Context: an optimization exercise on an open-source flow, tuned for small area, a short achievable clock period and few clock cycles. The choices shown serve that exercise and are no tape-out recipe.
Where RTL was checked, it was by simulation tests only, not by an equivalence proof against the original.
The RTL of run 2 was laid out without a check of its function.

## flow/design.v (module list and top-level ports; edited modules follow where they fit)
// module md_unit_iter: 736 lines
module md_unit_iter #(
    parameter int WIDTH   = 32,
    parameter int MUL_LAT = 5
) (
    input  logic             clk,
    input  logic             reset,
    input  logic             start,
    input  logic [3:0]       op,
    input  logic [WIDTH-1:0] rs_val,
    input  logic [WIDTH-1:0] rt_val,
    input  logic             flush,
    output logic             busy,
    output logic             done,
    output logic [WIDTH-1:0] hi,
    output logic [WIDTH-1:0] lo
);
  // ...
==> flow/flow/run.sh <==
#!/bin/bash
set -euo pipefail
MARGIN=$(cat flow/margin.txt)
bash standard.sh SETUP_SLACK_MARGIN=$MARGIN REMOVE_ABC_BUFFERS=1 TNS_END_PERCENT=0 ABC_AREA=1 finish \
    > standard_make.log 2>&1
==> flow/flow/margin.txt <==
9.0
==> flow/standard.sh <==
#!/bin/bash
# synth_recipe.tcl (not shown) runs the flow's synth.tcl, then flattens the netlist and writes it again
# the make line also repeats each setting of config.mk as NAME=value (left out here)
make -C /OpenROAD-flow-scripts/flow DESIGN_CONFIG=/design/flow/config.mk WORK_HOME=/design/flow/orfs CLKGATE_MAP_FILE= SYNTH_SCRIPT=/design/flow/synth_recipe.tcl "${@:-finish}"
==> flow/config.mk <==
export PLATFORM = sky130hd
export DESIGN_NAME = md_unit_iter
export DESIGN_NICKNAME = md_unit_iter
export VERILOG_FILES = /design/flow/design.v
export SDC_FILE = /design/flow/constraint.sdc
export NUM_CORES = 4
export LEC_CHECK = 0
export CAP_MARGIN = 20
export CORE_MARGIN = 2
export CORE_UTILIZATION = 40
export SLEW_MARGIN = 20
==> flow/constraint.sdc <==
create_clock -name core_clock -period 13.0 [get_ports {clk}]
set_input_delay 2.6000 -clock core_clock [delete_from_list [all_inputs] [get_ports {clk}]]
set_output_delay 2.6000 -clock core_clock [all_outputs]
set_load 0.01 [all_outputs]
==> impl.org, run 1 <==
** Layout
- Count of filler cells inserted in the layout :: 8126
- Clock Network Area Fraction :: 3.60%
- The clock buffers instantiated in the layout total 50.
- Fin nets :: 4815
- Across the whole layout, storage elements make up 20.7% of the cell area.
- There are 278 flip-flops and latches.
- The finished cells cover 37100 µm².
- Fraction of final layout cells sized beyond drive strength 1 :: 8.59%
- Leaving out the clock tree, the finished layout contains an inverter count of 695.
- Post-route core utilization :: 46.1%

** Floorplanning
- Height of the die :: 289 µm
- After floorplanning, the core was divided into 104 placement rows.
- The total area inside the core boundary comes to 80500 µm².

** Yosys
- The synthesized netlist devotes 19.7% of its cell area to compound gates.
- After Yosys synthesis, full adders, half adders and majority gates account for 18.5% of the synthesized area.
- By area, the combinational part of the netlist is dominated by compound AO/OA/AOI/OAI gates.
- Average cell area after synthesis :: 7.43 µm²
- Cell type with the highest aggregate area in the netlist :: sky130_fd_sc_hd__edfxtp_1

** Global routing
- The first global-routing pass estimated 238000 µm of wire.
- Global routing finished with a remaining overflow of 0.
- Across every metal layer, demand over resource in global routing totals 40.0%.
- The number of antenna violations at the first check in global routing was 3.
- After global routing, the most crowded layer is met2.

** Run status
- Outcome :: complete, no violations

** Timing
- Hold violation count in the final report :: 0
- Min Clock Period, post-route :: 4.35 ns
- Final critical-path setup slack :: 8.65 ns

** Worst setup path
- Walking the worst path, the cells encountered are inv_1, buf_4, nor3_2, buf_4, inv_2, buf_4, nand2_1, nor2_2, buf_4, inv_1, nand2_1, nor2_4, o21ai_4, buf_12, clkinv_8, nand2_1, nand2_1.
- At the worst endpoint, the required time is 13.49 ns.
- Counting cells, the worst reg-to-reg path comes to 17.

** Drt
- For this run, the detailed router's first-pass iteration total came to 8.
- Drt first-iter violations :: 5954

** Clock tree
- Number of buffers created by CTS :: 38
- After clock tree synthesis, the clock-pin slew on the worst setup and hold paths is 0.06 ns.

** Flow run
- Number of max-capacitance violations reported :: 0
Testbench counts, summed over its fixed seeds: cycles 16,119.
==> run 2, diff against run 1 <==
--- a/flow/design.v
+++ b/flow/design.v
@@ -9,61 +9,56 @@
     input  logic [WIDTH-1:0] rs_val,
     input  logic [WIDTH-1:0] rt_val,
     input  logic             flush,
     output logic             busy,
     output logic             done,
     output logic [WIDTH-1:0] hi,
     output logic [WIDTH-1:0] lo
 );
-    localparam logic [2:0] S_IDLE  = 3'd0;
-    localparam logic [2:0] S_MUL   = 3'd1;
-    localparam logic [2:0] S_MFIN  = 3'd2;
-    localparam logic [2:0] S_DPREP = 3'd3;
-    localparam logic [2:0] S_DALGN = 3'd4;
-    localparam logic [2:0] S_DITER = 3'd5;
     localparam logic [63:0] KOFF = 64'hAAAAAAAC00000000;
-    logic [2:0]  state;
+    localparam logic [34:0] KROW = 35'(KOFF >> 34);
+    logic        st_mul, st_mfin, st_dprep, st_dalgn, st_diter;
     logic        busy_q, done_q;
     logic [31:0] hi_q, lo_q;
-    logic [1:0]  mcnt;
-    logic [5:0]  dcnt;
+    logic [2:0]  mstep;                   
+    logic [2:0]  acc_s;                   
+    logic [5:0]  dcnt;                    
+    logic        d_lastq;                 
     logic [32:0] xr;
     logic [34:0] ysh;
     logic        f_sub, f_dsub, a_neg, b_neg;
-    logic [2:0]  acc_s;                   
-    logic        m_last;                  
     logic [5:0]  b_one, b_two, b_ng;      
     logic [34:0] pa, pb;
     logic [11:0] cs, cc;                  
     logic        cy;                      
-    logic in_mul, in_div, in_sgn;
+    logic in_mul, in_div, in_sgn, accept;
     always_comb begin
         in_mul = (op[3] == 1'b0) && (op[2] || !op[1]);
         in_div = (op[3:1] == 3'b001);
         in_sgn = (op[3] == 1'b0) && (op[0] == 1'b0);
     end
+    assign accept = start && !flush && !busy_q;
     logic [34:0] xe, x2;
     assign xe = {xr[32], xr[32], xr};
     assign x2 = {xr[32], xr, 1'b0};
     logic [34:0] rw0, rw1, rw2, rw3, rw4, rw5, sel5;
     logic [5:0]  nb;
     function automatic logic [34:0] brow(input logic one, input logic two, input logic ng,
                                          input logic [34:0] x1, input logic [34:0] x2);
         brow = ((({35{one}} & x1) | ({35{two}} & x2)) ^ {35{ng}}) ^ {1'b1, 34'd0};
     endfunction
     assign rw0  = brow(b_one[0], b_two[0], b_ng[0], xe, x2);
     assign rw1  = brow(b_one[1], b_two[1], b_ng[1], xe, x2);
     assign rw2  = brow(b_one[2], b_two[2], b_ng[2], xe, x2);
     assign rw3  = brow(b_one[3], b_two[3], b_ng[3], xe, x2);
     assign rw4  = brow(b_one[4], b_two[4], b_ng[4], xe, x2);
     assign sel5 = brow(b_one[5], b_two[5], b_ng[5], xe, x2);
-    localparam logic [34:0] KROW = 35'(KOFF >> 34);
-    assign rw5  = m_last ? KROW : sel5;
-    assign nb   = {b_ng[5] & ~m_last, b_ng[4:0]};
+    assign rw5  = mstep[2] ? KROW : sel5;
+    assign nb   = {b_ng[5] & ~mstep[2], b_ng[4:0]};
     function automatic logic [17:0] benc(input logic [12:0] g, input logic neg);
         logic [5:0] o, t, n;
         for (int r = 0; r < 6; r++) begin
             o[r] = g[2*r+1] ^ g[2*r];
             t[r] = (g[2*r+2] & ~g[2*r+1] & ~g[2*r]) | (~g[2*r+2] & g[2*r+1] & g[2*r]);
             n[r] = g[2*r+2] ^ neg;
         end
         benc = {n, t, o};
@@ -555,182 +550,149 @@
     assign hc[3] = rw4[34] & rw5[32];
     assign sum_v = {1'b0, rw5[34], rw5[33], hs[3], fs[234], fs[233], hc[2], hs[2], hc[1], hs[1], fc[212], fc[206], fc[199], fc[192], fc[185], fc[178], fc[171], fc[164], fc[157], fc[150], fc[143], fc[136], fc[129], fc[122], fc[115], fc[108], fc[101], fc[94], fc[87], fc[80], fc[73], fc[66], fc[59], fc[52], fc[45], fc[38], fc[32], fc[26], fc[21], fc[16], fc[12], fc[8], fc[5], fc[2], fs[1], rw0[0]};
     assign car_v = {1'b0, 1'b0, hc[3], fc[234], fc[233], fc[231], fs[231], fc[225], fs[225], fc[217], fs[217], fs[212], fs[206], fs[199], fs[192], fs[185], fs[178], fs[171], fs[164], fs[157], fs[150], fs[143], fs[136], fs[129], fs[122], fs[115], fs[108], fs[101], fs[94], fs[87], fs[80], fs[73], fs[66], fs[59], fs[52], fs[45], fs[38], fs[32], fs[26], fs[21], fs[16], fs[12], fs[8], fs[5], fs[2], hs[0]};
     logic [12:0] piece;
     assign piece = {1'b0, cs} + {1'b0, cc} + 13'(cy);
     logic [39:0] mres;
     assign mres = {pa[27:0], cs} + {pb[27:0], cc} + 40'(cy);
     function automatic logic [5:0] clz32(input logic [31:0] v);
-        logic [5:0] n;
-        n = 6'd32;
-        for (int i = 0; i < 32; i++)
-            if (v[i]) n = 6'(31 - i);
-        clz32 = n;
+        logic [15:0] v1, p1;
+        logic [7:0]  v2;
+        logic [15:0] p2;
+        logic [3:0]  v3;
+        logic [11:0] p3;
+        logic [1:0]  v4;
+        logic [7:0]  p4;
+        for (int i = 0; i < 16; i++) begin
+            v1[i] = v[2*i+1] | v[2*i];
+            p1[i] = ~v[2*i+1];
+        end
+        for (int i = 0; i < 8; i++) begin
+            v2[i] = v1[2*i+1] | v1[2*i];
+            p2[2*i +: 2] = v1[2*i+1] ? {1'b0, p1[2*i+1]} : {1'b1, p1[2*i]};
+        end
+        for (int i = 0; i < 4; i++) begin
+            v3[i] = v2[2*i+1] | v2[2*i];
+            p3[3*i +: 3] = v2[2*i+1] ? {1'b0, p2[2*(2*i+1) +: 2]} : {1'b1, p2[2*(2*i) +: 2]};
+        end
+        for (int i = 0; i < 2; i++) begin
+            v4[i] = v3[2*i+1] | v3[2*i];
+            p4[4*i +: 4] = v3[2*i+1] ? {1'b0, p3[3*(2*i+1) +: 3]} : {1'b1, p3[3*(2*i) +: 3]};
+        end
+        if (v4[1])
+            clz32 = {2'b00, p4[7:4]};
+        else if (v4[0])
+            clz32 = {2'b01, p4[3:0]};
+        else
+            clz32 = 6'd32;
     endfunction
     function automatic logic [31:0] smear(input logic [31:0] v);
         logic [31:0] m;
         m = v;
         m = m | (m >> 1);
         m = m | (m >> 2);
         m = m | (m >> 4);
         m = m | (m >> 8);
         m = m | (m >> 16);
         smear = m;
     endfunction
     logic        q_neg;
     logic [31:0] a_raw, b_raw, ta, tb, ma, sa;
-    logic [5:0]  za, zb, za_q, zb_q, s_est;
-    logic        b_zero, q_zero;
+    logic [5:0]  za, zb, s_est;
+    logic        b_zero, q_zero, d_fast;
     assign a_raw  = xr[31:0];
     assign b_raw  = ysh[32:1];
     assign q_neg  = a_neg ^ b_neg;
     assign ta     = a_raw ^ {32{a_neg}};           
     assign tb     = b_raw ^ {32{b_neg}};           
     assign za     = clz32(ta);
     assign zb     = clz32(tb);
-    assign s_est  = zb_q - za_q + 6'(a_neg);       
+    assign s_est  = zb - za + 6'(a_neg);           
     assign ma     = smear(ta);
     assign sa     = a_neg ? {ma[30:0], 1'b1} : ma;
     assign q_zero = |(tb & ~sa);
     assign b_zero = (b_raw == 32'd0);
-    logic [34:0] dx, dt, r_nx;
-    logic        dz, d_take, d_last;
+    assign d_fast = b_zero | q_zero;
+    logic [34:0] dt, r_nx;
+    logic        dz, d_take;
     logic [31:0] q_nx, qm_nx;
-    assign dx     = pb;                            
-    assign dt     = pa + dx + 35'(f_dsub);
-    assign dz     = (((pa ^ dx) ^ {(pa[33:0] | dx[33:0]), f_dsub}) == 35'd0);
+    assign dt     = pa + pb + 35'(f_dsub);
+    assign dz     = (((pa ^ pb) ^ {(pa[33:0] | pb[33:0]), f_dsub}) == 35'd0);
     assign d_take = a_neg ? (dt[34] | dz) : ~dt[34];
     assign r_nx   = d_take ? dt : pa;
     assign q_nx   = {ysh[30:0], d_take};
     assign qm_nx  = d_take ? {ysh[30:0], 1'b0} : {xr[30:0], 1'b1};
-    assign d_last = (dcnt == 6'd0);
+    logic fin_m, fin_df, fin_dl, fin;
+    assign fin_m  = st_mfin;
+    assign fin_df = st_dprep & d_fast;
+    assign fin_dl = st_diter & d_lastq;
+    assign fin    = !flush & (fin_m | fin_df | fin_dl);
+    logic        wr_hi, wr_lo, st_idle;
+    logic [31:0] hi_d, lo_d;
+    assign st_idle = !busy_q;
+    assign wr_hi = !flush & ((accept & (op == 4'd8)) | fin_m | fin_df | fin_dl);
+    assign wr_lo = !flush & ((accept & (op == 4'd9)) | fin_m | fin_df | fin_dl);
+    assign hi_d  = ({32{st_idle}} & rs_val) | ({32{fin_m}} & mres[39:8]) |
+                   ({32{fin_df}} & a_raw) | ({32{fin_dl}} & r_nx[31:0]);
+    assign lo_d  = ({32{st_idle}} & rs_val) | ({32{fin_m}} & {mres[7:0], ysh[34:11]}) |
+                   ({32{fin_df & b_zero}}) | ({32{fin_dl}} & (q_neg ? ~qm_nx : q_nx));
     always_ff @(posedge clk or negedge reset) begin
         if (!reset) begin
-            state  <= S_IDLE;
-            busy_q <= 1'b0;
-            done_q <= 1'b0;
-            hi_q   <= '0;
-            lo_q   <= '0;
-            mcnt   <= '0;
+            st_mul   <= 1'b0;
+            st_mfin  <= 1'b0;
+            st_dprep <= 1'b0;
+            st_dalgn <= 1'b0;
+            st_diter <= 1'b0;
+            busy_q   <= 1'b0;
+            done_q   <= 1'b0;
+            hi_q     <= '0;
+            lo_q     <= '0;
         end else begin
-            done_q <= 1'b0;
-            mcnt   <= '0;
-            if (flush) begin
-                state  <= S_IDLE;
-                busy_q <= 1'b0;
-            end else begin
-                case (state)
-                    S_IDLE: begin
-                        if (start) begin
-                            if (in_mul) begin
-                                state  <= S_MUL;
-                                busy_q <= 1'b1;
-                            end else if (in_div) begin
-                                state  <= S_DPREP;
-                                busy_q <= 1'b1;
-                            end else if (op == 4'd8) begin
-                                hi_q <= rs_val;
-                            end else if (op == 4'd9) begin
-                                lo_q <= rs_val;
-                            end
-                        end
-                    end
-                    S_MUL: begin
-                        mcnt <= mcnt + 2'd1;
-                        if (m_last)
-                            state <= S_MFIN;
-                    end
-                    S_MFIN: begin
-                        {hi_q, lo_q} <= {mres, ysh[34:11]};
-                        state  <= S_IDLE;
-                        busy_q <= 1'b0;
-                        done_q <= 1'b1;
-                    end
-                    S_DPREP: begin
-                        if (b_zero || q_zero) begin
-                            hi_q   <= a_raw;
-                            lo_q   <= {32{b_zero}};
-                            state  <= S_IDLE;
-                            busy_q <= 1'b0;
-                            done_q <= 1'b1;
-                        end else begin
-                            state <= S_DALGN;
-                        end
-                    end
-                    S_DALGN: state <= S_DITER;
-                    S_DITER: begin
-                        if (d_last) begin
-                            hi_q   <= r_nx[31:0];
-                            lo_q   <= q_neg ? ~qm_nx : q_nx;
-                            state  <= S_IDLE;
-                            busy_q <= 1'b0;
-                            done_q <= 1'b1;
-                        end
-                    end
-                    default: begin
-                        state  <= S_IDLE;
-                        busy_q <= 1'b0;
-                    end
-                endcase
-            end
+            done_q   <= fin;
+            st_mul   <= !flush & ((accept & in_mul) | (st_mul & !mstep[2]));
+            st_mfin  <= !flush & st_mul & mstep[2];
+            st_dprep <= !flush & accept & in_div;
+            st_dalgn <= !flush & st_dprep & !d_fast;
+            st_diter <= !flush & (st_dalgn | (st_diter & !d_lastq));
+            busy_q   <= !flush & ((accept & (in_mul | in_div)) | (busy_q & !fin));
+            if (wr_hi)
+                hi_q <= hi_d;
+            if (wr_lo)
+                lo_q <= lo_d;
         end
     end
+    logic [12:0] g_next;
+    logic [34:0] pb_al;
+    assign g_next = ysh[24:12];
+    assign pb_al  = (pb << dcnt) | ({35{f_dsub}} & ~({35{1'b1}} << dcnt));
     always_ff @(posedge clk) begin
-        dcnt <= dcnt - 6'd1;
-        cs   <= sum_v[11:0];
-        cc   <= car_v[11:0];
-        cy   <= 1'b0;
-        case (state)
-            S_IDLE: begin
-                xr     <= {in_sgn & rs_val[31], rs_val};
-                ysh    <= {{2{in_sgn & rt_val[31]}}, rt_val, 1'b0};
-                acc_s  <= {2'b0, op[2]};
-                m_last <= 1'b0;
-                f_sub  <= op[2] & op[1];
-                f_dsub <= ~(in_sgn & (rs_val[31] ^ rt_val[31]));
-                a_neg  <= in_div & in_sgn & rs_val[31];
-                b_neg  <= in_div & in_sgn & rt_val[31];
-                {b_ng, b_two, b_one} <= benc({rt_val[11:0], 1'b0}, op[2] & op[1]);
-                pa     <= '0;
-                pb     <= '0;
-            end
-            S_MUL: begin
-                ysh <= {(mcnt == 2'd0) ? {12{ysh[34]}} : piece[11:0], ysh[34:12]};
-                cy  <= (mcnt != 2'd0) & piece[12];
-                acc_s  <= {acc_s[1:0], 1'b0};
-                m_last <= (mcnt == 2'd1);
-                {b_ng, b_two, b_one} <= benc(ysh[24:12], f_sub);
-                pa  <= {1'b0, sum_v[45:12]};
-                pb  <= {1'b0, car_v[45:12]};
-                cs  <= sum_v[11:0];
-                cc  <= car_v[11:0];
-            end
-            S_MFIN: begin
-                pa <= '0;
-                pb <= '0;
-            end
-            S_DPREP: begin
-                pa   <= {{3{a_neg}}, a_raw};
-                pb   <= {{3{b_neg}}, b_raw} ^ {35{f_dsub}};
-                za_q <= za;
-                zb_q <= zb;
-            end
-            S_DALGN: begin
-                pb   <= (pb << s_est) | ({35{f_dsub}} & ~({35{1'b1}} << s_est));
-                ysh  <= '0;
-                xr   <= '1;
-                dcnt <= s_est;
-            end
-            S_DITER: begin
-                pa  <= r_nx;
-                pb  <= {pb[34], pb[34:1]};
-                ysh <= {3'b0, q_nx};
-                xr  <= {1'b0, qm_nx};
-            end
-            default: ;
-        endcase
+        cs <= sum_v[11:0];
+        cc <= car_v[11:0];
+        cy <= st_mul & !mstep[0] & piece[12];
+        pa <= ({35{st_mul}} & {1'b0, sum_v[45:12]}) | ({35{st_dprep}} & {{3{a_neg}}, a_raw}) |
+              ({35{st_dalgn}} & pa) | ({35{st_diter}} & r_nx);
+        pb <= ({35{st_mul}} & {1'b0, car_v[45:12]}) |
+              ({35{st_dprep}} & ({{3{b_neg}}, b_raw} ^ {35{f_dsub}})) |
+              ({35{st_dalgn}} & pb_al) | ({35{st_diter}} & {pb[34], pb[34:1]});
+        ysh <= ({35{st_idle}} & {{2{in_sgn & rt_val[31]}}, rt_val, 1'b0}) |
+               ({35{st_mul}} & {mstep[0] ? {12{ysh[34]}} : piece[11:0], ysh[34:12]}) |
+               ({35{st_diter}} & {3'b0, q_nx});
+        xr <= ({33{st_idle}} & {in_sgn & rs_val[31], rs_val}) | ({33{st_mul}} & xr) |
+              {33{st_dprep | st_dalgn}} | ({33{st_diter}} & {1'b0, qm_nx});
+        {b_ng, b_two, b_one} <= st_idle ? benc({rt_val[11:0], 1'b0}, op[2] & op[1])
+                                        : benc(g_next, f_sub);
+        mstep <= st_idle ? 3'b001 : {mstep[1:0], 1'b0};
+        acc_s <= st_idle ? {2'b0, op[2]} : {acc_s[1:0], 1'b0};
+        dcnt  <= st_dprep ? s_est : st_dalgn ? dcnt : dcnt - 6'd1;
+        d_lastq <= st_dalgn ? (dcnt == 6'd0) : (dcnt == 6'd1);
+        if (st_idle) begin
+            f_sub  <= op[2] & op[1];
+            f_dsub <= ~(in_sgn & (rs_val[31] ^ rt_val[31]));
+            a_neg  <= in_div & in_sgn & rs_val[31];
+            b_neg  <= in_div & in_sgn & rt_val[31];
+        end
     end
     assign busy = busy_q;
     assign done = done_q;
     assign hi   = hi_q;
     assign lo   = lo_q;
 endmodule
==> flow/flow/run.sh (replaced) <==
#!/bin/bash
set -euo pipefail
MARGIN=$(cat flow/margin.txt)
bash standard.sh SETUP_SLACK_MARGIN=$MARGIN REMOVE_ABC_BUFFERS=1 TNS_END_PERCENT=0 ABC_AREA=1 \
    "BUFFER_PORTS_ARGS=-buffer_cell sky130_fd_sc_hd__buf_4" finish > standard_make.log 2>&1
==> impl.org, run 2 <==
** Clock tree
- The tree is rooted in a sky130_fd_sc_hd__clkbuf_16.
- TritonCTS clock tree :: yes
- Clock buffer depth :: 3
- Clock Sink Count :: 269
- Number of levels the H-tree was split into :: 2
- The TritonCTS buffer count was 37 (-2.6%).
- Clock slew at the register clock pins of the worst setup and hold paths :: 0.06 ns (about the same)
- Insertion delay of the later-clocked pin in the worst-skew pair :: 0.63 ns
- Hold repair after CTS inserted 0 buffers.

** Worst setup path
- The worst register-to-register path ends at pb[8].
- STA classifies the critical path endpoint as a register.
- Arrival time at the worst endpoint :: 4.55 ns
- The required time reported for the critical path endpoint is 13.39 ns (-0.10 ns).
- Worst Path Max Fanout :: 12
- Timing startpoint of the critical path :: xr[12]
- In this run the register-to-register setup slack is 8.84 ns.
- Path depth of the worst reg2reg path :: 13 (-4)
- STA classifies the critical path startpoint as a register.
- The startpoint identified for the worst register-to-register timing path is xr[12].
- The critical path in this run is classified as reg2reg.

** Drt
- After detailed routing, the average wire length per cell comes to 31.6 µm.
- The count of nets left with antenna violations once routing finished came out at 0.
- Total number of vias :: 36900
- Summed over all layers, the routed wires come to 192000 µm.
- Drt first-iter violations :: 4930 (-17%)
- After detailed routing, the number of remaining DRC violations is 0.
- Detailed-routing iteration count for the pre-antenna-repair pass :: 8 (unchanged)
- After detailed routing, the number of vias per cell comes to 6.06.

** Layout
- Total area of multi-input combinational cells :: 23400 µm²
- The share of post-route cells with drive strength above 1 was 12.5% (+3.9 points).
- Largest registers :: pa x35, pb x35, ysh x35
- Count of filler cells inserted in the layout :: 8488 (+4.5%)
- Across the whole layout, storage elements account for 5950 µm².
- The library cell used most frequently in the layout, excluding fill and tap cells, is sky130_fd_sc_hd__nand2_1.
- Area added between synthesis and finish :: 16.9%
- Leaving out fill and tap cells, the most frequent cells in the layout are sky130_fd_sc_hd__nand2_1 (1258), sky130_fd_sc_hd__inv_1 (730), sky130_fd_sc_hd__o21ai_0 (366).
- The final design utilization was 47.3% (+1.2 points).
- Fin nets :: 5404 (+12%)
- Cell Count, Final, Fillers Out :: 6087

** Timing
- The number of failing hold endpoints at the final stage was 0 (unchanged).
- Setup violations remaining at the end of the flow were counted as 0.
- Setup repair after global routing could not meet its margin everywhere.
- Final Cycle Share :: 32.0%
- Max-slew headroom :: 14.6%
- Max Fclk :: 0.240 GHz
- The shortest clock period the worst path allows after layout came to 4.16 ns (-0.191 ns).
- Final critical-path setup slack :: 8.84 ns (+0.191 ns)
- Tightest Pin Transition :: 1.27 ns
- Number of pins exceeding their max-slew limit in the final report :: 0
- Across the routed clock network, the largest skew measured is 0.0442 ns.
- Setup TNS after final layout :: 0 ns

** Min path
- The path with the worst hold slack has its endpoint at mstep[2].
- Counting instances, the worst hold path has a depth of 2.
- Hold path start :: mstep[1]
- Min-Delay Path Class :: reg2reg

** Placed design
- Prior to clock tree synthesis, the placed netlist has a worst setup slack of 7.36 ns.
- At the end of routability-driven placement, the weighted congestion stood at 1.07.
- Including well taps, the total number of placed cells is 5911.
- Detailed placement ended at an HPWL of 143000 µm.
- Port buffering added 137 buffers.

** Yosys
- Average cell area after synthesis :: 6.64 µm² (-11%)
- Number of synthesized register bits :: 269
- The share of the Yosys chip area taken by registers is 17.8%.
- Count of cell types in the netlist :: 58
- Synthesized netlist cell count :: 4927
- For this run, the number of Yosys warnings is 1.
- Simple-gate share of the synthesized area :: 23.5%
- Asr flop ratio synth :: 26.4%
- In this run, synthesis inferred 10 flip-flops with an integrated enable.
- Dominant combinational cell family by area after synthesis :: simple AND/OR/NAND/NOR gates
- Most repeated cell in the gate-level netlist after synthesis :: sky130_fd_sc_hd__nand2_1
- Cell types occupying the most area after synthesis :: sky130_fd_sc_hd__fa_1 (15%), sky130_fd_sc_hd__nand2_1 (15%), sky130_fd_sc_hd__dfxtp_1 (12%)
- Fraction of the mapped netlist area in compound gates :: 19.6% (-0.037 points)
- The arithmetic-cell share of the synthesized area counting full adders, half adders and majority gates was 18.4% (-0.076 points).
- The synthesized netlist devotes 7.52% of its cell area to XOR and XNOR gates.
- Post-synthesis instance area :: 32700 µm²
- Cell type with the highest aggregate area in the netlist :: sky130_fd_sc_hd__fa_1
- Cell types with the highest counts after synthesis :: sky130_fd_sc_hd__nand2_1 (1267), sky130_fd_sc_hd__inv_1 (755), sky130_fd_sc_hd__o21ai_0 (381), sky130_fd_sc_hd__nor2_1 (271), sky130_fd_sc_hd__nand3_1 (252)
- The most used flip-flop cell after synthesis is sky130_fd_sc_hd__dfxtp_1.
- Proportion of netlist area held by the largest area contributor :: 14.7%
- Measured against the total synthesized area, the mux share comes to 0.214%.

** Floorplanning
- The area of the core came to 80800 µm² (+0.32%).
- Number of top-level pins :: 138
- The height of the die came to 290 µm (+0.31%).
- Once the floorplan was initialized, standard cells occupied 40.5% of the core.
- The die is 290 µm wide.
- The die covers 84100 µm².
- Rows :: 104 (unchanged)

** Global routing
- The remaining global-route overflow came to 0 (unchanged).
- Vias in the first global route :: 35500
- The wire length of the first global-routing pass was 266000 µm (+12%).
- The number of antenna violations at the first check in global routing is 12 (+9).
- Entering global routing, the biggest net connects 69 pins.
- The total track usage was 44.3% (+4.3 points).

** Flow run
- The number of maximum-capacitance violations is 0 (unchanged).

** Run status
- Outcome :: complete, no violations
[run 2: routing by layer]
metal	vias up	global-route usage (%)	part of all wire [%]	wire length, µm
li1	16000	-	-	-
met4	6	30.1	8.4	16100
met3	641	13.6	13	24800
met5	-	0	0.020	38
met1	17600	56.8	38	73200
met2	2605	63.7	41	78000
[run 2: worst max path at each step]
stage | cells after the start | end
detailed placement | 22 | hi_q[21]
finish | 13 | pb[8]
global placement | 22 | hi_q[13]
CTS | 23 | dcnt[5]
floorplan | 20 | dcnt[5]
global route | 23 | dcnt[5]
[run 2: layout make-up]
class	instances	share of cell area [%]
Antenna cell	4	0.0262
Clock buffer	52	2.83
Clock inverter	16	0.527
Inverter	775	7.79
Multi-Input combinational cell	3590	61.3
Sequential cell	269	15.5
Tap cell	1060	3.47
Timing Repair Buffer	321	8.52
[run 2: cells by family after synthesis]
group / Yosys count
AO/OA/AOI/OAI: 1076
adder cells (fa/ha/maj): 338
AND/OR/NAND/NOR: 1884
buffers and inverters: 1072
XOR/XNOR: 281
flip-flops: 269
multiplexers: 7
[run 2: what timing repair did]
item                       in CTS  in global routing
resized for setup             260                106
gates cloned                   13                  6
pin swaps                      23                 18
setup endpoints to repair     163                140
setup buffers                  66                 19
hold endpoints to repair        0                  0
[run 2: critical path: stages (launching register included)]
cell and delay, ns:
sky130_fd_sc_hd__dfxtp_2 0.38, sky130_fd_sc_hd__inv_2 0.21, sky130_fd_sc_hd__buf_6 0.25, sky130_fd_sc_hd__o22ai_1 0.12, sky130_fd_sc_hd__xor2_1 0.19, sky130_fd_sc_hd__fa_1 0.52, sky130_fd_sc_hd__inv_1 0.06, sky130_fd_sc_hd__fa_1 0.45
sky130_fd_sc_hd__fa_1 0.54, sky130_fd_sc_hd__inv_1 0.06, sky130_fd_sc_hd__fa_1 0.55, sky130_fd_sc_hd__nor2_1 0.06, sky130_fd_sc_hd__a21oi_2 0.28, sky130_fd_sc_hd__o2111ai_4 0.23
[run 2: through the flow]
stage | hold slack (ns) | area (µm²)
finish | 0.415 | 38300
global route | 0.463 | 38200
CTS | 0.415 | 37600
detailed placement | 0.407 | 34400
global placement | 0.407 | 34400
floorplan | 0.390 | 31400

-- static timing again, ports no longer ideal --
The flow's constraints put no driver on any port. The routed layouts listed below were extracted and timed again, unchanged, in two steps. Step 1 assumes that a clkbuf_16 drives the clock port and a buf_2 every other input. Step 2 also shifts input and output timing later by t, the mid clock arrival at the registers, as if the neighbouring blocks saw the same clock. Three values: no drivers, after step 1, after step 2; two values: the first two.
| run | t, ns | setup WS [ns] | worst setup path at the end |
|---|---|---|---|
| run 1 | 0.672 | 8.651 / 8.651 / 8.232 | input to register |
| run 2 | 0.672 | 8.841 / 8.841 / 8.240 | input to register |
After both steps every run listed still meets setup and hold. The setup slack of run 2, which loses most, moves by 0.000 ns with the drivers and by -0.601 ns with both steps.
